Source: an optimization exercise on an open RTL-to-GDS flow (aim: a short achievable clock period and few clock cycles per item). Production flows keep margins and buffers that such runs may drop. At most, simulation tests tie the RTL to the original design; equivalence was not proved. The RTL of runs 1 and 2 was laid out without a check of its function. Power figures rest on the tool's default switching activity, not on a simulated workload.

[flow/design.v]
`default_nettype none
package cpu_pkg;
    localparam int xlen       = 32;
    localparam int reg_addr_w = 5;
    localparam logic [6:0] op_reg    = 7'b0110011;
    localparam logic [6:0] op_imm    = 7'b0010011;
    localparam logic [6:0] op_lui    = 7'b0110111;
    localparam logic [6:0] op_branch = 7'b1100011;
    localparam logic [2:0] f3_add_sub = 3'b000;
    localparam logic [2:0] f3_xor     = 3'b100;
    localparam logic [2:0] f3_or      = 3'b110;
    localparam logic [2:0] f3_and     = 3'b111;
    localparam logic [2:0] f3_beq     = 3'b000;
    localparam logic [2:0] f3_bne     = 3'b001;
    localparam logic [6:0] f7_sub = 7'b0100000;  
    localparam int aop_add = 0;
    localparam int aop_sub = 1;
    localparam int aop_and = 2;
    localparam int aop_or  = 3;
    localparam int aop_xor = 4;
    localparam int aop_w   = 5;
endpackage
`default_nettype wire
`default_nettype none
import cpu_pkg::*;
module inst_decoder (
    input  logic [xlen-1:0]       i_inst,
    output logic [reg_addr_w-1:0] o_rs1,
    output logic [reg_addr_w-1:0] o_rs2,
    output logic                  o_use_rs1,    
    output logic                  o_use_rs2,    
    output logic [xlen-1:0]       o_imm,        
    output logic [12:1]           o_imm_br,     
    output logic [aop_w-1:0]      o_alu_op,
    output logic                  o_branch,
    output logic                  o_bne,
    output logic                  o_predict,    
    output logic                  o_wr,         
    output logic [reg_addr_w-1:0] o_rd
);
    logic [6:0] opcode;
    logic [2:0] f3;
    logic       type_reg;
    logic       type_imm;
    logic       type_lui;
    assign opcode = i_inst[6:0];
    assign f3     = i_inst[14:12];
    assign o_rs1  = i_inst[19:15];
    assign o_rs2  = i_inst[24:20];
    assign o_rd   = i_inst[11:7];
    assign type_reg = (opcode == op_reg);
    assign type_imm = (opcode == op_imm);
    assign type_lui = (opcode == op_lui);
    assign o_branch = (opcode == op_branch);
    assign o_bne    = (f3 == f3_bne);
    assign o_use_rs1 = type_reg | type_imm | o_branch;  
    assign o_use_rs2 = type_reg | o_branch;
    assign o_predict = o_branch & (o_bne ^ (o_rs1 == o_rs2));
    assign o_wr = (type_reg | type_imm | type_lui) & (o_rd != '0);
    assign o_imm    = type_lui ? {i_inst[31:12], 12'b0} : {{(xlen-12){i_inst[31]}}, i_inst[31:20]};
    assign o_imm_br = {i_inst[31], i_inst[7], i_inst[30:25], i_inst[11:8]};
    always_comb begin
        o_alu_op = '0;
        case (f3)
            f3_xor:  o_alu_op[aop_xor] = 1'b1;
            f3_or:   o_alu_op[aop_or]  = 1'b1;
            f3_and:  o_alu_op[aop_and] = 1'b1;
            default: begin
                if (type_reg && i_inst[30]) o_alu_op[aop_sub] = 1'b1;
                else                        o_alu_op[aop_add] = 1'b1;
            end
        endcase
        if (type_lui) o_alu_op = aop_w'(1 << aop_add);
    end
endmodule
`default_nettype wire
`default_nettype none
import cpu_pkg::*;
module reg_file (
    input  logic                  clk,
    input  logic                  i_rs1_en,
    input  logic [reg_addr_w-1:0] i_rs1,
    output logic [xlen-1:0]       o_rs1_dout,
    input  logic                  i_rs2_en,
    input  logic [reg_addr_w-1:0] i_rs2,
    output logic [xlen-1:0]       o_rs2_dout,
    input  logic                  i_rd_en,
    input  logic [reg_addr_w-1:0] i_rd,
    input  logic [xlen-1:0]       i_rd_din
);
    logic [xlen-1:0] regs [1:31];
    always_ff @(posedge clk) begin
        for (int i = 1; i < 32; i++) begin
            if (i_rd_en && i_rd == 5'(i)) regs[i] <= i_rd_din;
        end
    end
    always_comb begin
        o_rs1_dout = '0;
        o_rs2_dout = '0;
        for (int i = 1; i < 32; i++) begin
            o_rs1_dout = o_rs1_dout | ({xlen{i_rs1_en && i_rs1 == 5'(i)}} & regs[i]);
            o_rs2_dout = o_rs2_dout | ({xlen{i_rs2_en && i_rs2 == 5'(i)}} & regs[i]);
        end
    end
endmodule
`default_nettype wire
`default_nettype none
import cpu_pkg::*;
module cpu_alu (
    input  logic [aop_w-1:0] i_op,
    input  logic [xlen-1:0]  i_a,
    input  logic [xlen-1:0]  i_b,
    input  logic             i_is_bne,
    output logic [xlen-1:0]  o_result,
    output logic             o_branch_taken
);
    logic [xlen-1:0] sum;
    logic [xlen-1:0] diff;
    assign sum  = i_a + i_b;
    assign diff = i_a - i_b;
    assign o_result = ({xlen{i_op[aop_add]}} & sum)
                    | ({xlen{i_op[aop_sub]}} & diff)
                    | ({xlen{i_op[aop_and]}} & (i_a & i_b))
                    | ({xlen{i_op[aop_or]}}  & (i_a | i_b))
                    | ({xlen{i_op[aop_xor]}} & (i_a ^ i_b));
    assign o_branch_taken = (i_a == i_b) ^ i_is_bne;
endmodule
`default_nettype wire
`default_nettype none
import cpu_pkg::*;
module cpu_control (
    input  logic            clk,
    input  logic            rst,
    input  logic            i_raddr_ready,
    input  logic            i_rdata_valid,
    input  logic            i_redirect,       
    input  logic [xlen-1:0] i_redirect_addr,
    input  logic            i_predict,        
    input  logic [xlen-1:0] i_predict_addr,
    output logic            o_raddr_valid,
    output logic [xlen-1:0] o_raddr,
    output logic            o_rdata_ready,
    output logic [xlen-1:0] o_word_pc,        
    output logic [xlen-1:0] o_resume          
);
    logic [xlen-1:0] fa;
    logic            jump_pending;
    logic [xlen-1:0] jump_addr;
    logic [xlen-1:0] seq_next;
    logic [xlen-1:0] q_addr [0:1];
    logic            wptr;
    logic            rptr;
    logic            accept;
    assign accept        = o_raddr_valid & i_raddr_ready;
    assign o_raddr       = fa;
    assign o_rdata_ready = 1'b1;
    assign o_word_pc     = q_addr[rptr];
    assign seq_next      = jump_pending ? jump_addr : fa + xlen'(4);
    always_ff @(posedge clk) begin
        if (rst) begin
            o_raddr_valid <= 1'b1;
            fa            <= '0;
            jump_pending  <= 1'b0;
            wptr          <= 1'b0;
            rptr          <= 1'b0;
        end else begin
            o_raddr_valid <= 1'b1;
            if (accept) wptr <= ~wptr;
            if (i_rdata_valid) rptr <= ~rptr;
            if (i_redirect || i_predict) begin
                jump_pending <= ~accept;
                if (accept) fa <= i_redirect ? i_redirect_addr : i_predict_addr;
            end else if (accept) begin
                jump_pending <= 1'b0;
                fa           <= seq_next;
            end
        end
    end
    always_ff @(posedge clk) begin
        if (i_redirect)     jump_addr <= i_redirect_addr;
        else if (i_predict) jump_addr <= i_predict_addr;
        if (i_predict) o_resume <= seq_next;
        if (accept) q_addr[wptr] <= fa;
    end
endmodule
`default_nettype wire
`default_nettype none
import cpu_pkg::*;
module cpu_core (
    input  logic                  clk,
    input  logic                  rst,
    output logic                  o_raddr_valid,
    output logic [xlen-1:0]       o_raddr,
    input  logic                  i_raddr_ready,
    input  logic                  i_rdata_valid,
    input  logic [xlen-1:0]       i_rdata,
    output logic                  o_rdata_ready,
    output logic                  o_wb_en,
    output logic [reg_addr_w-1:0] o_wb_addr,
    output logic [xlen-1:0]       o_wb_data,
    output logic [xlen-1:0]       o_pc
);
    logic [xlen-1:0]       d_pc;
    logic [xlen-1:0]       d_resume;
    logic [reg_addr_w-1:0] d_rs1;
    logic [reg_addr_w-1:0] d_rs2;
    logic                  d_use_rs1;
    logic                  d_use_rs2;
    logic [xlen-1:0]       d_imm;
    logic [12:1]           d_imm_br;
    logic [aop_w-1:0]      d_alu_op;
    logic                  d_branch;
    logic                  d_bne;
    logic                  d_predict;
    logic                  d_wr;
    logic [reg_addr_w-1:0] d_rd;
    logic [xlen-1:0]       d_rs1_dout;
    logic [xlen-1:0]       d_rs2_dout;
    logic                  d_fwd1;
    logic                  d_fwd2;
    logic [xlen-1:0]       d_target;
    logic                  d_ok;        
    logic                  d_take;      
    logic                  x_valid;
    logic [xlen-1:0]       x_pc;
    logic [xlen-1:0]       x_pc4;
    logic [xlen-1:0]       x_target;
    logic                  x_pred;
    logic [xlen-1:0]       x_a;
    logic [xlen-1:0]       x_b;
    logic [aop_w-1:0]      x_alu_op;
    logic                  x_branch;
    logic                  x_bne;
    logic                  x_wr;
    logic [reg_addr_w-1:0] x_rd;
    logic [xlen-1:0]       x_result;
    logic                  x_eq_taken;
    logic                  x_taken;
    logic                  x_wrong;
    logic [xlen-1:0]       x_redirect_addr;
    logic [xlen-1:0]       expect_pc;   
    logic                  x_rf_we;
    logic                  w_en;
    logic [reg_addr_w-1:0] w_rd;
    logic [xlen-1:0]       w_data;
    logic [xlen-1:0]       w_pc;
    cpu_control fetch (
        .clk             (clk),
        .rst             (rst),
        .i_raddr_ready   (i_raddr_ready),
        .i_rdata_valid   (i_rdata_valid),
        .i_redirect      (x_wrong),
        .i_redirect_addr (x_redirect_addr),
        .i_predict       (d_take),
        .i_predict_addr  (d_target),
        .o_raddr_valid   (o_raddr_valid),
        .o_raddr         (o_raddr),
        .o_rdata_ready   (o_rdata_ready),
        .o_word_pc       (d_pc),
        .o_resume        (d_resume)
    );
    inst_decoder idec (
        .i_inst    (i_rdata),
        .o_rs1     (d_rs1),
        .o_rs2     (d_rs2),
        .o_use_rs1 (d_use_rs1),
        .o_use_rs2 (d_use_rs2),
        .o_imm     (d_imm),
        .o_imm_br  (d_imm_br),
        .o_alu_op  (d_alu_op),
        .o_branch  (d_branch),
        .o_bne     (d_bne),
        .o_predict (d_predict),
        .o_wr      (d_wr),
        .o_rd      (d_rd)
    );
    assign x_rf_we = x_valid & x_wr;
    reg_file rf (
        .clk        (clk),
        .i_rs1_en   (d_use_rs1),
        .i_rs1      (d_rs1),
        .o_rs1_dout (d_rs1_dout),
        .i_rs2_en   (d_use_rs2),
        .i_rs2      (d_rs2),
        .o_rs2_dout (d_rs2_dout),
        .i_rd_en    (x_rf_we),
        .i_rd       (x_rd),
        .i_rd_din   (x_result)
    );
    assign d_fwd1   = x_rf_we & d_use_rs1 & (x_rd == d_rs1);
    assign d_fwd2   = x_rf_we & d_use_rs2 & (x_rd == d_rs2);
    assign d_target = d_pc + {{(xlen-13){d_imm_br[12]}}, d_imm_br, 1'b0};
    always_comb begin
        if (!x_valid)     d_ok = (d_pc == expect_pc);
        else if (x_taken) d_ok = (d_pc == x_target);
        else              d_ok = (d_pc == x_pc4);
        d_ok = d_ok & i_rdata_valid;
    end
    assign d_take = d_ok & d_predict & ~x_wrong;
    always_ff @(posedge clk) begin
        if (rst) begin
            x_valid   <= 1'b0;
            expect_pc <= '0;
        end else begin
            x_valid <= d_ok;
            if (x_valid) expect_pc <= x_taken ? x_target : x_pc4;
        end
    end
    always_ff @(posedge clk) begin
        x_pc     <= d_pc;
        x_pc4    <= d_pc + xlen'(4);
        x_target <= d_target;
        x_pred   <= d_take;
        x_a      <= d_fwd1 ? x_result : d_rs1_dout;
        x_b      <= d_use_rs2 ? (d_fwd2 ? x_result : d_rs2_dout) : d_imm;
        x_alu_op <= d_alu_op;
        x_branch <= d_branch;
        x_bne    <= d_bne;
        x_wr     <= d_wr;
        x_rd     <= d_rd;
    end
    cpu_alu alu (
        .i_op           (x_alu_op),
        .i_a            (x_a),
        .i_b            (x_b),
        .i_is_bne       (x_bne),
        .o_result       (x_result),
        .o_branch_taken (x_eq_taken)
    );
    assign x_taken         = x_branch & x_eq_taken;
    assign x_wrong         = x_valid & x_branch & (x_eq_taken ^ x_pred);
    assign x_redirect_addr = x_taken ? x_target : d_resume;
    always_ff @(posedge clk) begin
        if (rst) begin
            w_en <= 1'b0;
        end else begin
            w_en <= x_rf_we;
        end
    end
    always_ff @(posedge clk) begin
        w_rd   <= x_rd;
        w_data <= x_result;
        w_pc   <= x_pc;
    end
    assign o_wb_en   = w_en;
    assign o_wb_addr = w_rd;
    assign o_wb_data = w_data;
    assign o_pc      = w_pc;
endmodule
`default_nettype wire
[flow/run.sh]
#!/bin/bash
# synth_recipe.tcl (not shown) runs the flow's synth.tcl, then flattens the netlist and writes it again
# the make line also repeats each setting of config.mk as NAME=value (left out here)
make -C /OpenROAD-flow-scripts/flow DESIGN_CONFIG=/design/flow/config.mk WORK_HOME=/design/flow/orfs CLKGATE_MAP_FILE= SYNTH_SCRIPT=/design/flow/synth_recipe.tcl finish
[flow/config.mk]
export PLATFORM = sky130hd
export DESIGN_NAME = cpu_core
export DESIGN_NICKNAME = cpu_core
export VERILOG_FILES = /design/flow/design.v
export SDC_FILE = /design/flow/constraint.sdc
export NUM_CORES = 4
export LEC_CHECK = 0
export CAP_MARGIN = 20
export CORE_MARGIN = 2
export CORE_UTILIZATION = 40
export SETUP_SLACK_MARGIN = 5
export SLEW_MARGIN = 20
export TNS_END_PERCENT = 100
[flow/constraint.sdc]
create_clock -name core_clock -period 11.0 [get_ports {clk}]
set_input_delay 2.2000 -clock core_clock [delete_from_list [all_inputs] [get_ports {clk}]]
set_output_delay 2.2000 -clock core_clock [all_outputs]
set_load 0.01 [all_outputs]
==> results of run 1 <==
==> synth_stat cells (11+ instances only) <==
cell / instances
sky130_fd_sc_hd__nand3b_1: 11
sky130_fd_sc_hd__ha_1: 127
sky130_fd_sc_hd__o211ai_1: 15
sky130_fd_sc_hd__a22oi_1: 281
sky130_fd_sc_hd__nor2b_1: 28
sky130_fd_sc_hd__edfxtp_1: 1120
sky130_fd_sc_hd__and2_1: 23
sky130_fd_sc_hd__o21bai_1: 22
sky130_fd_sc_hd__o22ai_1: 17
sky130_fd_sc_hd__inv_1: 158
sky130_fd_sc_hd__nor4_1: 29
sky130_fd_sc_hd__nand3_1: 197
sky130_fd_sc_hd__a311oi_1: 38
sky130_fd_sc_hd__nand2b_1: 23
sky130_fd_sc_hd__buf_1: 45
sky130_fd_sc_hd__mux2i_1: 30
sky130_fd_sc_hd__o221ai_1: 12
sky130_fd_sc_hd__a2bb2oi_1: 14
sky130_fd_sc_hd__o21ai_0: 157
sky130_fd_sc_hd__clkbuf_1: 277
sky130_fd_sc_hd__a21o_1: 35
sky130_fd_sc_hd__a21oi_1: 164
sky130_fd_sc_hd__dfxtp_1: 310
sky130_fd_sc_hd__or4_1: 17
sky130_fd_sc_hd__mux2_2: 16
sky130_fd_sc_hd__o21a_1: 25
sky130_fd_sc_hd__xor2_1: 40
sky130_fd_sc_hd__a22o_1: 335
sky130_fd_sc_hd__xnor2_1: 94
sky130_fd_sc_hd__a211o_1: 11
sky130_fd_sc_hd__a221oi_1: 342
sky130_fd_sc_hd__a222oi_1: 26
sky130_fd_sc_hd__a211oi_1: 34
sky130_fd_sc_hd__and3_1: 17
sky130_fd_sc_hd__or3_1: 15
sky130_fd_sc_hd__nand2_1: 215
sky130_fd_sc_hd__a31oi_1: 51
sky130_fd_sc_hd__nor3_1: 75
sky130_fd_sc_hd__nor2_1: 316
sky130_fd_sc_hd__nand4_1: 140
==> sequential cells by signal, summed over array words and instances (netlist names), 5 cells and up, named ones only <==
name,cells
x_pc,30
x_alu_op,5
fetch.o_resume,32
w_pc,32
x_target,32
fetch.jump_addr,32
rf.regs,992
fetch.q_addr,64
w_rd,5
x_pc4,31
x_a,32
x_b,32
expect_pc,32
w_data,32
x_rd,5
fetch.fa,32
==> layout make-up <==
class / instances / area (um2) / share of cell area, %
Antenna cell: 10 / 25.02 / 0.03380
Clock buffer: 202 / 4225 / 5.706
Clock inverter: 80 / 979.7 / 1.323
Inverter: 160 / 600.6 / 0.8111
Multi-Input combinational cell: 3134 / 22740 / 30.71
Sequential cell: 1430 / 39850 / 53.82
Tap cell: 2072 / 2592 / 3.501
Timing Repair Buffer: 344 / 3037 / 4.101
==> path summary, 6_finish.rpt <==
| kind | start | to | slack (ns) | depth (start not counted) |
|---|---|---|---|---|
| worst max-delay path | i_rdata[0] | x_b[7] | 4.75 | 13 |
| worst min-delay path | x_pc[12] | w_pc[12] | 0.32 | 0 |
| worst max register to register | x_b[30] | fetch.jump_addr[5] | 5.06 | 15 |
| worst min register to register | x_pc[12] | w_pc[12] | 0.32 | 0 |
==> critical path: cells and delay by family <==
family	cells	cell delay [ns]
simple gates	6	2.41
compound gates	2	0.45
buf+inv	4	1.56
mux	1	0.26
==> cell families (layout without fill, tap and decap cells) <==
family,Yosys count,count (layout),synth area share [%]
other cells,1,12,0.005891
mux,46,46,0.7548
fa+ha+maj,130,130,2.591
compound gates,1672,1672,20.11
flops,1430,1430,62.59
buf+inv,503,786,3.098
xor+xnor,134,134,1.844
simple gates,1149,1150,9.010
==> what timing repair did <==
action                     CTS  global route
setup buffers                7            24
hold endpoints to repair     0             0
setup endpoints to repair   44            83
pin swaps                    5            11
gates resized for setup      5             8
gates cloned                 0             1
==> layer usage <==
layer	up-vias	share of wire [%]	global-route usage (%)
met1	26640	35	44.36
met4	25	7.4	19.02
met5	-	0.27	2.765
met2	5844	39	48.82
li1	20710	-	-
met3	1716	18	18.25
==> report_power, final <==
| part | switching (mW) | total, mW | internal [mW] |
|---|---|---|---|
| Clock | 2.29 | 5.39 | 3.11 |
| Combinational | 0.630 | 0.928 | 0.298 |
| Sequential | 0.0690 | 6.11 | 6.04 |
| Total | 2.99 | 12.4 | 9.44 |
==> run summary, run 1 <==
status=timing/DRC/antenna clean; highest achievable clock rate=160.1 MHz; overall routed net length=298.6 mm; count of pins on the block boundary=140; GRT Resource Usage Total=35.37%; number of antenna-violating nets in the routed design=0; Min Clock Period, post-route=between 6 and 7 ns; fin util=46.81%; Num Clock Sinks=1430; final net count=5386; Synth Instances=5065; IO buf count=approximately 140; kind of end point of the critical path=register; Initial Utilization=40.24%; area of the core=158200 um2; library cell with the largest summed area after synthesis=sky130_fd_sc_hd__edfxtp_1; final-layout worst hold slack=0.3249 ns; TritonCTS clock tree=yes; # rows=146; Hold Path Class=reg2reg; Arrival @ worst endpoint=6.97 ns; combined area of all synthesized cells=63650 um2; summed negative setup slack over all endpoints=0 ns; max-cap violation count=0; overall die area=162300 um2; number of fillers in the final layout=~14000; largest stage delay on the critical path=0.86 ns; min setup slack post-route=roughly 4.8 ns; Initial DRT Pass Iterations=14; number of flops mapped to enable cells by yosys=1120; Async SR Flop Fraction=0%; post-synthesis sequential area ratio=62.59%; # placed instances=about 7000; main flop type after synthesis=sky130_fd_sc_hd__edfxtp_1; clock slew seen by the registers of the worst setup and hold paths=0.06 ns; mean area per synthesized cell=12.57 um2; number of DRC markers in iteration 0=12720; chip width=402.9 um; skew final=0.05872 ns; vias post-DR=54940; number of hold-slack violations in the final timing report=0; routability-driven placement congestion ratio=0.9970; Worst-Skew Late Latency=0.84 ns; number of global-route vias before repair=49970; pin count of the biggest net entering global routing=71; final worst path period share=56.78%; final HPWL from detailed placement=171.0 mm; cell with the largest stage delay on the worst path=sky130_fd_sc_hd__nor2_4; antenna violations before repair=16; number of endpoints failing setup at the final stage=0; Total Power=12.43 mW; most used cells in the layout excluding fill and tap cells=sky130_fd_sc_hd__edfxtp_1, sky130_fd_sc_hd__a221oi_1, sky130_fd_sc_hd__a22o_1; ratio of total power to cell area=167.9 nW/um2; RSZ-0062 raised after global routing=true; worst-case vdd ir drop=roughly 0.17 mV; worst slack, placed=~4 ns; remaining global-route overflow=0; Area Overhead vs Synth=16.33%; layout cell share with drive strength beyond 1=11.93%; placement-stage cell area=slightly below 70000 um2; non-filler cells in the finished layout=7432; largest fanout on the critical path=18; cell leakage power=24.81 nW; wire length of the first global-routing pass=401.7 mm; total CTS buffers=150; leading cell type in the layout, fill and taps excluded=sky130_fd_sc_hd__edfxtp_1; final routed DRC violation total=0; #FFs+latches synth=1430; via density per instance=7.392; Critical Setup Path Class=in2reg; vertical extent of the die=402.9 um; Slew Limit Fails=0; cell area after layout=74050 um2; cts hold-fix bufs=0; worst slew margin relative to its limit=3.598%; CTS root buffer=sky130_fd_sc_hd__clkbuf_16; cell type with the highest occurrence count on the critical path=sky130_fd_sc_hd__buf_4; Synth Warn #=5; crit path cell chain=clkdlybuf4s50_1 > nor4bb_1 > buf_4 > nand3_1 > buf_4 > or3_1 > nor2_4 > buf_4 > a222oi_1 > nand3_1 > or4_1 > mux2i_1 > o21ai_0; CP startpoint kind=input pin; maximum buffer depth of the clock tree=3; pin slew with the least headroom to its limit=1.435 ns; fraction of synthesized cell area taken by the top area cell type=52.84%; Routed WL per cell=40.18 um; required time at the endpoint of the critical path=11.72 ns; largest cells by area after synthesis=sky130_fd_sc_hd__edfxtp_1, sky130_fd_sc_hd__dfxtp_1, sky130_fd_sc_hd__a221oi_1; H-tree level count=4; Synth cell types=just over 90
==> run 2: changes to the inputs <==
--- a/flow/design.v
+++ b/flow/design.v
@@ -80,6 +80,4 @@
     input  logic                  clk,
-    input  logic                  i_rs1_en,
     input  logic [reg_addr_w-1:0] i_rs1,
     output logic [xlen-1:0]       o_rs1_dout,
-    input  logic                  i_rs2_en,
     input  logic [reg_addr_w-1:0] i_rs2,
@@ -100,4 +98,4 @@
         for (int i = 1; i < 32; i++) begin
-            o_rs1_dout = o_rs1_dout | ({xlen{i_rs1_en && i_rs1 == 5'(i)}} & regs[i]);
-            o_rs2_dout = o_rs2_dout | ({xlen{i_rs2_en && i_rs2 == 5'(i)}} & regs[i]);
+            o_rs1_dout = o_rs1_dout | ({xlen{i_rs1 == 5'(i)}} & regs[i]);
+            o_rs2_dout = o_rs2_dout | ({xlen{i_rs2 == 5'(i)}} & regs[i]);
         end
@@ -129,2 +127,33 @@
 `default_nettype none
+module target_adder (
+    input  logic [11:0] i_pc,
+    input  logic [11:1] i_off,
+    output logic [11:0] o_sum,
+    output logic        o_carry
+);
+    logic [11:1] g;
+    logic [11:1] p;
+    logic [11:1] gg;
+    logic [11:1] pp;
+    always_comb begin
+        g  = i_pc[11:1] & i_off;
+        p  = i_pc[11:1] ^ i_off;
+        gg = g;
+        pp = p;
+        for (int l = 0; l < 4; l++) begin
+            for (int i = 1; i <= 11; i++) begin
+                if ((((i - 1) >> l) & 1) == 1) begin
+                    gg[i] = gg[i] | (pp[i] & gg[(((i - 1) >> l) << l)]);
+                    pp[i] = pp[i] & pp[(((i - 1) >> l) << l)];
+                end
+            end
+        end
+        o_sum[0] = i_pc[0];
+        o_sum[1] = p[1];
+        for (int i = 2; i <= 11; i++) o_sum[i] = p[i] ^ gg[i - 1];
+        o_carry = gg[11];
+    end
+endmodule
+`default_nettype wire
+`default_nettype none
 import cpu_pkg::*;
@@ -139,2 +168,6 @@
     input  logic [xlen-1:0] i_predict_addr,
+    input  logic            i_bt_we,          
+    input  logic            i_bt_taken,
+    input  logic [xlen-1:0] i_bt_pc,
+    input  logic [xlen-1:0] i_bt_target,
     output logic            o_raddr_valid,
@@ -143,4 +176,10 @@
     output logic [xlen-1:0] o_word_pc,        
+    output logic [xlen-1:0] o_word_pc4,       
+    output logic [xlen-1:12] o_word_hi_up,    
+    output logic [xlen-1:12] o_word_hi_dn,    
+    output logic            o_word_bt,        
     output logic [xlen-1:0] o_resume          
 );
+    localparam int bt_n = 8;
+    localparam int bt_w = $clog2(bt_n);
     logic [xlen-1:0] fa;
@@ -149,6 +188,24 @@
     logic [xlen-1:0] seq_next;
-    logic [xlen-1:0] q_addr [0:1];
-    logic            wptr;
-    logic            rptr;
     logic            accept;
+    logic            push_bt;
+    logic [1:0]      q_cnt;
+    logic [xlen-1:0] q_head;
+    logic [xlen-1:0] q_head_pc4;
+    logic [xlen-1:12] q_head_up;
+    logic [xlen-1:12] q_head_dn;
+    logic            q_head_bt;
+    logic [xlen-1:0] q_tail;
+    logic [xlen-1:0] q_tail_pc4;
+    logic [xlen-1:12] q_tail_up;
+    logic [xlen-1:12] q_tail_dn;
+    logic            q_tail_bt;
+    logic [xlen-1:0] fa4;
+    logic [xlen-1:12] fa_up;
+    logic [xlen-1:12] fa_dn;
+    logic [bt_n-1:0] bt_valid;
+    logic [xlen-1:2] bt_tag [0:bt_n-1];
+    logic [xlen-1:0] bt_target [0:bt_n-1];
+    logic [bt_w-1:0] bt_idx;
+    logic            bt_hit;
+    logic [bt_w-1:0] bt_widx;
     assign accept        = o_raddr_valid & i_raddr_ready;
@@ -156,4 +213,15 @@
     assign o_rdata_ready = 1'b1;
-    assign o_word_pc     = q_addr[rptr];
-    assign seq_next      = jump_pending ? jump_addr : fa + xlen'(4);
+    assign o_word_pc     = q_head;
+    assign o_word_bt     = q_head_bt;
+    assign o_word_pc4    = q_head_pc4;
+    assign o_word_hi_up  = q_head_up;
+    assign o_word_hi_dn  = q_head_dn;
+    assign fa4           = fa + xlen'(4);
+    assign fa_up         = fa[xlen-1:12] + 1'b1;
+    assign fa_dn         = fa[xlen-1:12] - 1'b1;
+    assign bt_idx   = fa[bt_w+1:2];
+    assign bt_hit   = bt_valid[bt_idx] & (bt_tag[bt_idx] == fa[xlen-1:2]);
+    assign bt_widx  = i_bt_pc[bt_w+1:2];
+    assign push_bt  = bt_hit & ~jump_pending;
+    assign seq_next = jump_pending ? jump_addr : bt_hit ? bt_target[bt_idx] : fa4;
     always_ff @(posedge clk) begin
@@ -163,8 +231,10 @@
             jump_pending  <= 1'b0;
-            wptr          <= 1'b0;
-            rptr          <= 1'b0;
+            jump_addr     <= '0;
+            q_cnt         <= '0;
+            bt_valid      <= '0;
         end else begin
             o_raddr_valid <= 1'b1;
-            if (accept) wptr <= ~wptr;
-            if (i_rdata_valid) rptr <= ~rptr;
+            q_cnt <= q_cnt + 2'(accept) - 2'(i_rdata_valid);
+            if (i_redirect)     jump_addr <= i_redirect_addr;
+            else if (i_predict) jump_addr <= i_predict_addr;
             if (i_redirect || i_predict) begin
@@ -176,2 +246,10 @@
             end
+            if (i_bt_we) bt_valid[bt_widx] <= i_bt_taken;
+        end
+    end
+    always_ff @(posedge clk) begin
+        o_resume <= accept ? seq_next : jump_pending ? jump_addr : fa4;
+        if (i_bt_we) begin
+            bt_tag[bt_widx]    <= i_bt_pc[xlen-1:2];
+            bt_target[bt_widx] <= i_bt_target;
         end
@@ -179,6 +257,36 @@
     always_ff @(posedge clk) begin
-        if (i_redirect)     jump_addr <= i_redirect_addr;
-        else if (i_predict) jump_addr <= i_predict_addr;
-        if (i_predict) o_resume <= seq_next;
-        if (accept) q_addr[wptr] <= fa;
+        if (rst) begin
+            q_tail     <= '0;
+            q_tail_pc4 <= '0;
+            q_tail_up  <= '0;
+            q_tail_dn  <= '0;
+            q_tail_bt  <= 1'b0;
+        end else if (accept) begin
+            q_tail     <= fa;
+            q_tail_pc4 <= fa4;
+            q_tail_up  <= fa_up;
+            q_tail_dn  <= fa_dn;
+            q_tail_bt  <= push_bt;
+        end
+    end
+    always_ff @(posedge clk) begin
+        if (rst) begin
+            q_head     <= '0;
+            q_head_pc4 <= '0;
+            q_head_up  <= '0;
+            q_head_dn  <= '0;
+            q_head_bt  <= 1'b0;
+        end else if (i_rdata_valid && q_cnt == 2'd2) begin
+            q_head     <= q_tail;
+            q_head_pc4 <= q_tail_pc4;
+            q_head_up  <= q_tail_up;
+            q_head_dn  <= q_tail_dn;
+            q_head_bt  <= q_tail_bt;
+        end else if (i_rdata_valid || q_cnt == 2'd0) begin
+            q_head     <= fa;
+            q_head_pc4 <= fa4;
+            q_head_up  <= fa_up;
+            q_head_dn  <= fa_dn;
+            q_head_bt  <= push_bt;
+        end
     end
@@ -221,4 +329,18 @@
     logic [xlen-1:0]       d_target;
+    logic [11:0]           d_lo;
+    logic                  d_lo_carry;
+    logic [xlen-1:0]       d_pc4;
+    logic [xlen-1:12]      d_hi_up;
+    logic [xlen-1:12]      d_hi_down;
     logic                  d_ok;        
     logic                  d_take;      
+    logic                  d_bt;        
+    logic                  x_bt;
+    logic                  x_guess;     
+    logic                  x_lost;      
+    logic                  x_pred_br;
+    logic                  d_eq_expect;
+    logic                  d_eq_target;
+    logic                  d_eq_pc4;
+    logic                  d_ok_guess;
     logic                  x_valid;
@@ -255,2 +377,6 @@
         .i_predict_addr  (d_target),
+        .i_bt_we         (x_valid & x_branch),
+        .i_bt_taken      (x_eq_taken),
+        .i_bt_pc         (x_pc),
+        .i_bt_target     (x_target),
         .o_raddr_valid   (o_raddr_valid),
@@ -259,2 +385,6 @@
         .o_word_pc       (d_pc),
+        .o_word_pc4      (d_pc4),
+        .o_word_hi_up    (d_hi_up),
+        .o_word_hi_dn    (d_hi_down),
+        .o_word_bt       (d_bt),
         .o_resume        (d_resume)
@@ -279,6 +409,4 @@
         .clk        (clk),
-        .i_rs1_en   (d_use_rs1),
         .i_rs1      (d_rs1),
         .o_rs1_dout (d_rs1_dout),
-        .i_rs2_en   (d_use_rs2),
         .i_rs2      (d_rs2),
@@ -291,10 +419,30 @@
     assign d_fwd2   = x_rf_we & d_use_rs2 & (x_rd == d_rs2);
-    assign d_target = d_pc + {{(xlen-13){d_imm_br[12]}}, d_imm_br, 1'b0};
+    target_adder tadd (
+        .i_pc    (d_pc[11:0]),
+        .i_off   (d_imm_br[11:1]),
+        .o_sum   (d_lo),
+        .o_carry (d_lo_carry)
+    );
+    always_comb begin
+        case ({d_imm_br[12], d_lo_carry})
+            2'b01:   d_target = {d_hi_up,         d_lo};
+            2'b10:   d_target = {d_hi_down,       d_lo};
+            default: d_target = {d_pc[xlen-1:12], d_lo};
+        endcase
+    end
+    assign d_eq_expect = (d_pc == expect_pc);
+    assign d_eq_target = (d_pc == x_target);
+    assign d_eq_pc4    = (d_pc == x_pc4);
     always_comb begin
-        if (!x_valid)     d_ok = (d_pc == expect_pc);
-        else if (x_taken) d_ok = (d_pc == x_target);
-        else              d_ok = (d_pc == x_pc4);
+        if (!x_valid)     d_ok = d_eq_expect;
+        else if (x_taken) d_ok = d_eq_target;
+        else              d_ok = d_eq_pc4;
         d_ok = d_ok & i_rdata_valid;
     end
-    assign d_take = d_ok & d_predict & ~x_wrong;
+    always_comb begin
+        if (!x_valid)       d_ok_guess = d_eq_expect;
+        else if (x_pred_br) d_ok_guess = d_eq_target;
+        else                d_ok_guess = d_eq_pc4;
+    end
+    assign d_take = i_rdata_valid & d_ok_guess & d_predict & ~d_bt;
     always_ff @(posedge clk) begin
@@ -310,6 +458,8 @@
         x_pc     <= d_pc;
-        x_pc4    <= d_pc + xlen'(4);
+        x_pc4    <= d_pc4;
         x_target <= d_target;
-        x_pred   <= d_take;
-        x_a      <= d_fwd1 ? x_result : d_rs1_dout;
+        x_guess  <= d_predict & ~d_bt;
+        x_lost   <= x_wrong;
+        x_bt     <= d_bt;
+        x_a      <= d_fwd1 ? x_result : d_use_rs1 ? d_rs1_dout : '0;
         x_b      <= d_use_rs2 ? (d_fwd2 ? x_result : d_rs2_dout) : d_imm;
@@ -329,5 +479,7 @@
     );
+    assign x_pred          = (x_guess & ~x_lost) | x_bt;
+    assign x_pred_br       = x_branch & x_pred;
     assign x_taken         = x_branch & x_eq_taken;
-    assign x_wrong         = x_valid & x_branch & (x_eq_taken ^ x_pred);
-    assign x_redirect_addr = x_taken ? x_target : d_resume;
+    assign x_wrong         = x_valid & (x_branch ? (x_eq_taken ^ x_pred) : x_bt);
+    assign x_redirect_addr = x_pred ? (x_bt ? x_pc4 : d_resume) : x_target;
     always_ff @(posedge clk) begin
==> flow/flow/run.sh (new file) <==
#!/bin/bash
# The standard layout, with timing repair asked for more setup margin
# than the design's period needs, so the resizer keeps working on the
# critical paths (the worst 30% of endpoints), free to pick any cell size,
# with the port buffers made of plain buffers, and signal routing kept
# off met1, which the cells' pins crowd.
set -euo pipefail
bash standard.sh SETUP_SLACK_MARGIN=8 TNS_END_PERCENT=30 MATCH_CELL_FOOTPRINT=0 MIN_ROUTING_LAYER=met2 \
    BUFFER_PORTS_ARGS="-buffer_cell sky130_fd_sc_hd__buf_4" finish > standard_finish.log 2>&1
==> flow/standard.sh (new file) <==
#!/bin/bash
# synth_recipe.tcl (not shown) runs the flow's synth.tcl, then flattens the netlist and writes it again
# the make line also repeats each setting of config.mk as NAME=value (left out here)
make -C /OpenROAD-flow-scripts/flow DESIGN_CONFIG=/design/flow/config.mk WORK_HOME=/design/flow/orfs CLKGATE_MAP_FILE= SYNTH_SCRIPT=/design/flow/synth_recipe.tcl "${@:-finish}"
--- a/flow/config.mk
+++ b/flow/config.mk
@@ -10,4 +10,2 @@
 export CORE_UTILIZATION = 40
-export SETUP_SLACK_MARGIN = 5
 export SLEW_MARGIN = 20
-export TNS_END_PERCENT = 100
removed: flow/run.sh
==> run summary, run 2 <==
leading cell type by number of instances after synthesis=sky130_fd_sc_hd__edfxtp_1; pin count of the biggest net entering global routing=110; wire length of the first global-routing pass=~780 mm; chip width=477.4 um (+18%); total CTS buffers=208 (+39%); remaining global-route overflow=679; #FFs+latches synth=2078 (+45%); post-synthesis sequential area ratio=63.01% (+0.42 points); CTS root buffer=sky130_fd_sc_hd__clkbuf_16; number of flops mapped to enable cells by yosys=1488 (+33%); Synth cell types=82 (-9.9%); count of pins on the block boundary=140 (unchanged); Stopped at=5_1_grt; Synth Instances=7192 (+42%); Async SR Flop Fraction=0% (unchanged); largest cells by area after synthesis=sky130_fd_sc_hd__edfxtp_1, sky130_fd_sc_hd__dfxtp_1, sky130_fd_sc_hd__a22oi_1; vertical extent of the die=477.4 um (+18%); IO buf count=137 (unchanged); first error in the log=[ERROR GRT-0116] Global routing finished with congestion. Check the congestion regions in the DRC Viewer.; maximum buffer depth of the clock tree=3 (unchanged); Synth Warn #=6 (+1); GRT Resource Usage Total=72.31%; status=stopped before the end; main flop type after synthesis=sky130_fd_sc_hd__edfxtp_1; mean area per synthesized cell=12.47 um2 (-0.80%); # placed instances=9992 (+41%); H-tree level count=4 (unchanged); leading cell types by count after synthesis=sky130_fd_sc_hd__edfxtp_1, sky130_fd_sc_hd__a22oi_1, sky130_fd_sc_hd__dfxtp_1; library cell with the largest summed area after synthesis=sky130_fd_sc_hd__edfxtp_1; # rows=173 (+18%); Initial Utilization=40.29% (+0.056 points); combined area of all synthesized cells=89660 um2 (+41%); number of global-route vias before repair=115400; final HPWL from detailed placement=224.6 mm (+31%); Num Clock Sinks=2078 (+45%); routability-driven placement congestion ratio=1.071 (+7.4%); fraction of synthesized cell area taken by the top area cell type=49.84% (-3.0 points); cts hold-fix bufs=0 (unchanged)
[run 2: worst max path at each step]
stage / startpoint / endpoint / slack (ns) / depth (start not counted)
3_3_place_gp: x_b[9] / register / 4.72 / 13
4_1_cts: i_rdata[8] / fetch.fa[28] / 6.92 / 18
2_1_floorplan: i_rdata[8] / fetch.fa[29] / 6.29 / 18
3_5_place_dp: x_b[9] / register / 4.62 / 13
[run 2: logic make-up after synthesis]
logic type | Yosys count | share of synthesized area, %
adders and majority gates | 121 | 1.739
xor gates and xnor gates | 238 | 2.325
buffers and inverters | 689 | 2.939
DFF | 2078 | 63.01
other | 1 | 0.004182
AOI/OAI and AO/OA | 2039 | 16.81
muxes | 286 | 4.445
and+or+nand+nor | 1740 | 8.726
[run 2: metal layers]
metal	GRT overflow	global-route usage, %
met1	-	-
met2	119	74.65
met3	367	79.40
met4	116	59.76
met5	77	52.86
[run 2: repair_timing]
action,4_1_cts
endpoints found under the setup margin,1698
pin swaps,407
setup buffers,554
resized for setup,1263
cloned,110
[run 2: metrics by stage]
step / cell area [um2] / setup WS, ns / power (mW)
after floorplan: 92170 / 6.295 / 10.07
after CTS: 116500 / 6.918 / 18.76
after detailed placement: 96200 / 4.625 / 10.90
after global placement: 96190 / 4.724 / 10.88
[run 2: power groups by stage]
stage | sequential [mW] | combinational [mW] | clock (mW)
after global placement | 9.23 | 1.65 | 0
after detailed placement | 9.24 | 1.66 | 0
after floorplan | 9.03 | 1.03 | 0
after CTS | 9.06 | 2.12 | 7.58
==> run 3: changes to the inputs <==
--- a/flow/design.v
+++ b/flow/design.v
@@ -86,2 +86,3 @@
     input  logic [reg_addr_w-1:0] i_rd,
+    input  logic [31:1]           i_rd_sel,     
     input  logic [xlen-1:0]       i_rd_din
@@ -91,11 +92,15 @@
         for (int i = 1; i < 32; i++) begin
-            if (i_rd_en && i_rd == 5'(i)) regs[i] <= i_rd_din;
+            if (i_rd_sel[i]) regs[i] <= i_rd_din;
         end
     end
+    logic        rs1_new;
+    logic        rs2_new;
+    assign rs1_new = i_rd_en && i_rd == i_rs1;
+    assign rs2_new = i_rd_en && i_rd == i_rs2;
     always_comb begin
-        o_rs1_dout = '0;
-        o_rs2_dout = '0;
+        o_rs1_dout = {xlen{rs1_new}} & i_rd_din;
+        o_rs2_dout = {xlen{rs2_new}} & i_rd_din;
         for (int i = 1; i < 32; i++) begin
-            o_rs1_dout = o_rs1_dout | ({xlen{i_rs1 == 5'(i)}} & regs[i]);
-            o_rs2_dout = o_rs2_dout | ({xlen{i_rs2 == 5'(i)}} & regs[i]);
+            o_rs1_dout = o_rs1_dout | ({xlen{i_rs1 == 5'(i) && !i_rd_sel[i]}} & regs[i]);
+            o_rs2_dout = o_rs2_dout | ({xlen{i_rs2 == 5'(i) && !i_rd_sel[i]}} & regs[i]);
         end
@@ -183,3 +188,3 @@
     localparam int bt_n = 8;
-    localparam int bt_w = $clog2(bt_n);
+    localparam int bt_w = 3;   
     logic [xlen-1:0] fa;
@@ -209,2 +214,3 @@
     logic            bt_hit;
+    logic [bt_n-1:0] bt_match;
     logic [bt_w-1:0] bt_widx;
@@ -221,4 +227,7 @@
     assign fa_dn         = fa[xlen-1:12] - 1'b1;
+    always_comb begin
+        for (int i = 0; i < bt_n; i++) bt_match[i] = bt_valid[i] & (bt_tag[i] == fa[xlen-1:2]);
+    end
     assign bt_idx   = fa[bt_w+1:2];
-    assign bt_hit   = bt_valid[bt_idx] & (bt_tag[bt_idx] == fa[xlen-1:2]);
+    assign bt_hit   = |bt_match;
     assign bt_widx  = i_bt_pc[bt_w+1:2];
@@ -328,3 +337,4 @@
     logic                  d_fwd2;
-    logic [xlen-1:0]       d_target;
+    logic [xlen-1:0]       d_target_near;
+    logic                  d_far;
     logic [11:0]           d_lo;
@@ -349,2 +359,10 @@
     logic [xlen-1:0]       x_target;
+    logic [11:0]           x_lo;
+    logic [1:0]            x_hi_sel;
+    logic [xlen-1:12]      x_hi;
+    logic [xlen-1:12]      x_hi_up;
+    logic [xlen-1:12]      x_hi_dn;
+    logic                  x_far;
+    logic                  x_guessed;
+    logic                  x_far_guess;
     logic                  x_pred;
@@ -368,2 +386,6 @@
     logic [xlen-1:0]       w_pc;
+    logic                  r_en;
+    logic [reg_addr_w-1:0] r_rd;
+    logic [31:1]           r_sel;
+    logic [xlen-1:0]       r_data;
     cpu_control fetch (
@@ -376,3 +398,3 @@
         .i_predict       (d_take),
-        .i_predict_addr  (d_target),
+        .i_predict_addr  (d_target_near),
         .i_bt_we         (x_valid & x_branch),
@@ -413,5 +435,6 @@
         .o_rs2_dout (d_rs2_dout),
-        .i_rd_en    (x_rf_we),
-        .i_rd       (x_rd),
-        .i_rd_din   (x_result)
+        .i_rd_en    (r_en),
+        .i_rd       (r_rd),
+        .i_rd_sel   (r_sel),
+        .i_rd_din   (r_data)
     );
@@ -425,9 +448,4 @@
     );
-    always_comb begin
-        case ({d_imm_br[12], d_lo_carry})
-            2'b01:   d_target = {d_hi_up,         d_lo};
-            2'b10:   d_target = {d_hi_down,       d_lo};
-            default: d_target = {d_pc[xlen-1:12], d_lo};
-        endcase
-    end
+    assign d_target_near = {d_pc[xlen-1:12], d_lo};
+    assign d_far         = d_lo_carry ^ d_imm_br[12];
     assign d_eq_expect = (d_pc == expect_pc);
@@ -459,3 +477,8 @@
         x_pc4    <= d_pc4;
-        x_target <= d_target;
+        x_lo     <= d_lo;
+        x_hi_sel <= {d_imm_br[12], d_lo_carry};
+        x_hi     <= d_pc[xlen-1:12];
+        x_hi_up  <= d_hi_up;
+        x_hi_dn  <= d_hi_down;
+        x_far    <= d_far;
         x_guess  <= d_predict & ~d_bt;
@@ -463,4 +486,7 @@
         x_bt     <= d_bt;
-        x_a      <= d_fwd1 ? x_result : d_use_rs1 ? d_rs1_dout : '0;
-        x_b      <= d_use_rs2 ? (d_fwd2 ? x_result : d_rs2_dout) : d_imm;
+        x_a      <= ({xlen{d_fwd1}} & x_result)
+                  | ({xlen{d_use_rs1 & ~d_fwd1}} & d_rs1_dout);
+        x_b      <= ({xlen{d_fwd2}} & x_result)
+                  | ({xlen{d_use_rs2 & ~d_fwd2}} & d_rs2_dout)
+                  | ({xlen{~d_use_rs2}} & d_imm);
         x_alu_op <= d_alu_op;
@@ -471,2 +497,9 @@
     end
+    always_comb begin
+        case (x_hi_sel)
+            2'b01:   x_target = {x_hi_up, x_lo};
+            2'b10:   x_target = {x_hi_dn, x_lo};
+            default: x_target = {x_hi,    x_lo};
+        endcase
+    end
     cpu_alu alu (
@@ -479,12 +512,16 @@
     );
-    assign x_pred          = (x_guess & ~x_lost) | x_bt;
+    assign x_guessed       = x_guess & ~x_lost;
+    assign x_pred          = x_guessed | x_bt;
     assign x_pred_br       = x_branch & x_pred;
     assign x_taken         = x_branch & x_eq_taken;
-    assign x_wrong         = x_valid & (x_branch ? (x_eq_taken ^ x_pred) : x_bt);
-    assign x_redirect_addr = x_pred ? (x_bt ? x_pc4 : d_resume) : x_target;
+    assign x_far_guess     = x_guessed & x_far;   
+    assign x_wrong         = x_valid & (x_branch ? ((x_eq_taken ^ x_pred) | x_far_guess) : x_bt);
+    assign x_redirect_addr = (x_pred & ~(x_far_guess & x_eq_taken)) ? (x_bt ? x_pc4 : d_resume) : x_target;
     always_ff @(posedge clk) begin
         if (rst) begin
-            w_en <= 1'b0;
+            w_en  <= 1'b0;
+            r_sel <= '0;
         end else begin
             w_en <= x_rf_we;
+            for (int i = 1; i < 32; i++) r_sel[i] <= x_rf_we && x_rd == 5'(i);
         end
@@ -495,2 +532,7 @@
         w_pc   <= x_pc;
+        r_en   <= x_rf_we;
+        if (x_rf_we) begin
+            r_rd   <= x_rd;
+            r_data <= x_result;
+        end
     end
==> flow/flow/run.sh (replaced) <==
#!/bin/bash
# The standard layout, with timing repair asked for more setup margin
# than the design's period needs, so the resizer keeps working on the
# critical paths (the worst 30% of endpoints), free to pick any cell size,
# and with the port buffers made of plain buffers.
set -euo pipefail
bash standard.sh SETUP_SLACK_MARGIN=8 TNS_END_PERCENT=30 MATCH_CELL_FOOTPRINT=0 \
    BUFFER_PORTS_ARGS="-buffer_cell sky130_fd_sc_hd__buf_4" finish > standard_finish.log 2>&1
==> run summary, run 3 <==
worst-case vdd ir drop=about 0.16 mV; wire length of the first global-routing pass=615.7 mm; IO buf count=137 (unchanged); pin slew with the least headroom to its limit=1.268 ns; Hold Path Class=reg2reg; CTS root buffer=sky130_fd_sc_hd__clkbuf_16; post-synthesis sequential area ratio=63.21% (+0.20 points); share of synthesized cell area in and, or, nand and nor gates=8.226% (-0.50 points); layout cell share with drive strength beyond 1=31.03%; number of endpoints failing setup at the final stage=0; arithmetic-cell share of the synthesized area counting full adders, half adders and majority gates=1.679% (-0.060 points); Min Clock Period, post-route=3.910 ns; cell area after layout=122200 um2; skew final=0.09340 ns; leading registers by flop count=rf.regs (992), fetch.bt_target (256), fetch.bt_tag (240); main flop type after synthesis=sky130_fd_sc_hd__edfxtp_1; count of pins on the block boundary=140 (unchanged); final worst path period share=35.55%; Async SR Flop Fraction=0% (unchanged); leading cell type in the layout, fill and taps excluded=sky130_fd_sc_hd__edfxtp_1; met1 demand-to-capacity share in global routing=46.33%; worst slew margin relative to its limit=15.41%; Synth cell types=97 (+18%); number of flip-flops under the largest register name=992; number of hold-slack violations in the final timing report=0; largest stage delay on the critical path=0.55 ns; part of the total power dissipated in the clock network=41.8%; highest achievable clock rate=255.8 MHz; register-to-register path setup slack=7.22 ns; status=timing/DRC/antenna clean; Critical Setup Path Class=in2reg; min setup slack post-route=7.090 ns; number of flops mapped to enable cells by yosys=1525 (+2.5%); cell leakage power=~42 nW; mean area per synthesized cell=12.78 um2 (+2.5%); number of DRC markers in iteration 0=around 17000; remaining global-route overflow=0; total CTS buffers=218 (+4.8%); chip width=485.8 um (+1.7%); # rows=176 (+1.7%); largest fanout on the critical path=11; share of cell area taken by muxes after synthesis=3.240% (-1.2 points); Worst-Skew Late Latency=0.92 ns; clock slew seen by the registers of the worst setup and hold paths=0.06 ns; Initial Utilization=40.31% (about the same); fraction of synthesized cell area taken by the top area cell type=49.32% (-0.51 points); main combinational cell family by area after synthesis=compound AO/OA/AOI/OAI gates; leading cell type by number of instances after synthesis=sky130_fd_sc_hd__edfxtp_1; #FFs+latches synth=2169 (+4.4%); max-cap violation count=0; portion of total power attributed to combinational logic=9.8%; CP startpoint kind=input pin; Num Clock Sinks=2169 (+4.4%); library cell with the largest summed area after synthesis=sky130_fd_sc_hd__edfxtp_1; RSZ-0062 raised after global routing=true; Synth Warn #=6 (unchanged); maximum buffer depth of the clock tree=3 (unchanged); count of cells along the worst hold path=0; Initial DRT Pass Iterations=17; crit path cell chain=buf_16 > or3b_4 > buf_6 > nor3_4 > clkbuf_16 > a22oi_2 > nand4_1 > a2111oi_2 > nand2_1 > o21ai_4 > o21ai_2; leading cell types by count after synthesis=sky130_fd_sc_hd__edfxtp_1, sky130_fd_sc_hd__dfxtp_1, sky130_fd_sc_hd__nor2_1; overall routed net length=462.5 mm; combined area of all synthesized cells=92840 um2 (+3.6%); final HPWL from detailed placement=246.9 mm (+9.9%); cell with the largest stage delay on the worst path=sky130_fd_sc_hd__nor3_4; register with the highest flop count=rf.regs; most used cells in the layout excluding fill and tap cells=sky130_fd_sc_hd__edfxtp_1, sky130_fd_sc_hd__buf_4, sky130_fd_sc_hd__dfxtp_1; cts hold-fix bufs=0 (unchanged); required time at the endpoint of the critical path=11.79 ns; Area Overhead vs Synth=31.58%; most heavily used metal layer in global routing=met2; Synth Instances=7264 (+1.0%); total net switching power=4.865 mW; Routed WL per cell=40.52 um; kind of end point of the critical path=register; share of total power consumed by net switching=25.68%; final routed DRC violation total=0; GR Layer Usage met3=roughly a fifth; internal portion of total power=14.08 mW; relative contribution of sequential cells to total power=48.5%; pin count of the biggest net entering global routing=100; routability-driven placement congestion ratio=0.9766 (-8.8%); number of antenna-violating nets in the routed design=0; vertical extent of the die=485.8 um (+1.7%); summed negative setup slack over all endpoints=0 ns; post-synthesis compound-gate area fraction=16.30% (-0.51 points); vias post-DR=80870; worst slack, placed=5.043 ns (+0.4187 ns); number of global-route vias before repair=73310; met2 Use GR=between 50% and 60%; Slew Limit Fails=0; largest cells by area after synthesis=sky130_fd_sc_hd__edfxtp_1, sky130_fd_sc_hd__dfxtp_1, sky130_fd_sc_hd__a22oi_1; final net count=8289; TritonCTS clock tree=yes; antenna violations before repair=47; placement-stage cell area=99700 um2 (+3.6%); area of the core=230300 um2; number of cell instances on the worst register-to-register path=13; H-tree level count=4 (unchanged); via density per instance=7.085; Arrival @ worst endpoint=4.70 ns; ratio of total power to cell area=around 160 nW/um2; overall die area=236000 um2; XOR/XNOR Fraction of Synth Area=4.357% (+2.0 points); GRT Resource Usage Total=37.62%
[run 3: cell count changes after synthesis, sizes merged, moves of 51 or more]
| cell | before | now |
|---|---|---|
| xnor2 | 146 | 318 |
| nand3 | 174 | 101 |
| nand2 | 554 | 356 |
| o21ai | 166 | 218 |
| a22o | 166 | 227 |
| nand4 | 86 | 248 |
| a221oi | 171 | 254 |
| dfxtp | 590 | 644 |
| mux2i | 172 | 116 |
| xor2 | 92 | 143 |
| a22oi | 634 | 459 |
| nor2 | 571 | 500 |
[run 3: cell type report]
| class | instances | area (um2) |
|---|---|---|
| well taps | 3026 | 3786 |
| flip-flops and latches | 2169 | 58990 |
| diodes | 61 | 152.6 |
| multi-input cells | 4387 | 36830 |
| repair inverters | 1 | 16.27 |
| fillers | 18700 | 108200 |
| clock buffers | 290 | 6095 |
| inverters | 158 | 676.9 |
| repair buffers | 1197 | 14070 |
| clock inverters | 126 | 1539 |
[run 3: cells by family after synthesis]
kind of cell	count (synthesis)
DFF	2169
AOI/OAI and AO/OA	1994
and+or+nand+nor	1589
buffers and inverters	713
xor gates and xnor gates	461
muxes	216
adders and majority gates	121
other	1
[run 3: layer usage]
layer	vias to the layer above	wire length [um]	part of all wire, %
li1	30300	-	-
met1	39620	160500	35
met2	8428	182400	39
met3	2464	78960	17
met4	64	38650	8.4
met5	-	2010	0.43
[run 3: what timing repair did]
| item | in CTS | in global routing |
|---|---|---|
| gates resized for setup | 1233 | 388 |
| gates cloned | 74 | 4 |
| pin swaps | 331 | 242 |
| setup endpoints to repair | 774 | 801 |
| setup buffers | 544 | 147 |
[run 3: power groups by stage]
stage          Sequential [mW]  Combinational, mW  Clock [mW]
3_5_place_dp              9.34               1.40           0
6_report                  9.18               1.85        7.92
3_3_place_gp              9.33               1.39           0
2_1_floorplan             9.19              0.863           0
5_1_grt                   9.18               1.89        8.22
4_1_cts                   9.16               1.67        7.89
[run 3: stage by stage]
step                      util [%]  hold slack (ns)  cells  power [mW]
after floorplan                  -           0.3259   7265       10.05
after CTS                    51.70           0.2906  11200       18.72
final                        53.04           0.2847  11420       18.95
after global routing         53.01           0.3015  11390       19.29
after detailed placement     43.29           0.3344  10170       10.74
after global placement       43.26           0.3330  10170       10.72
[run 3: path summary, 6_finish.rpt]
check	startpoint	end
setup / recovery	i_rdata[23]	x_b[3]
hold / removal	fetch.q_head_up[21]	x_hi_up[21]
setup reg to reg	x_b[11]	fetch.fa[31]
hold reg to reg	fetch.q_head_up[21]	x_hi_up[21]
[run 3: critical path, delay by kind of cell]
kind	cells	cell delay [ns]
AO/OA/AOI/OAI	4	0.57
AND/OR/NAND/NOR	4	1.28
buffers and inverters	3	0.60
Testbench counts of run 3, summed over its fixed seeds: cycles 9,511, instrs 7,995.

afterwards: timing with drivers on the ports:
The results above use ideal ports. As a check the final layouts listed here were re-extracted and re-timed, cells and wires unchanged. Step 1 sets driving cells, clkbuf_16 on the clock port and buf_2 on the other inputs (assumed; they add their load-dependent delay and slew). Step 2 adds t to the input delays and takes it off the output delays; t is the mean of the earliest and latest rising clock arrival at the registers after step 1. Input paths then give back, and output paths get back, about the clock's delay inside the block. a / b / c = ideal ports / drivers / drivers and shift; a / b = the first two.
| run | t (ns) | setup slack, ns | hold slack, ns | clock arrival spread, ns | cell pins on the clock port's net |
|---|---|---|---|---|---|
| run 1 | 0.882 | 4.754 / 4.809 / 3.927 | 0.325 / 0.325 / 0.325 | 0.068 / 0.068 | 1 |
| run 3 | 0.970 | 7.090 / 6.955 / 5.986 | 0.285 / 0.285 / 0.285 | 0.104 / 0.103 | 1 |
After both steps setup and hold are still met in every run listed. The setup slack of run 3, which loses most, moves by -0.135 ns with the drivers and by -1.104 ns with both steps.
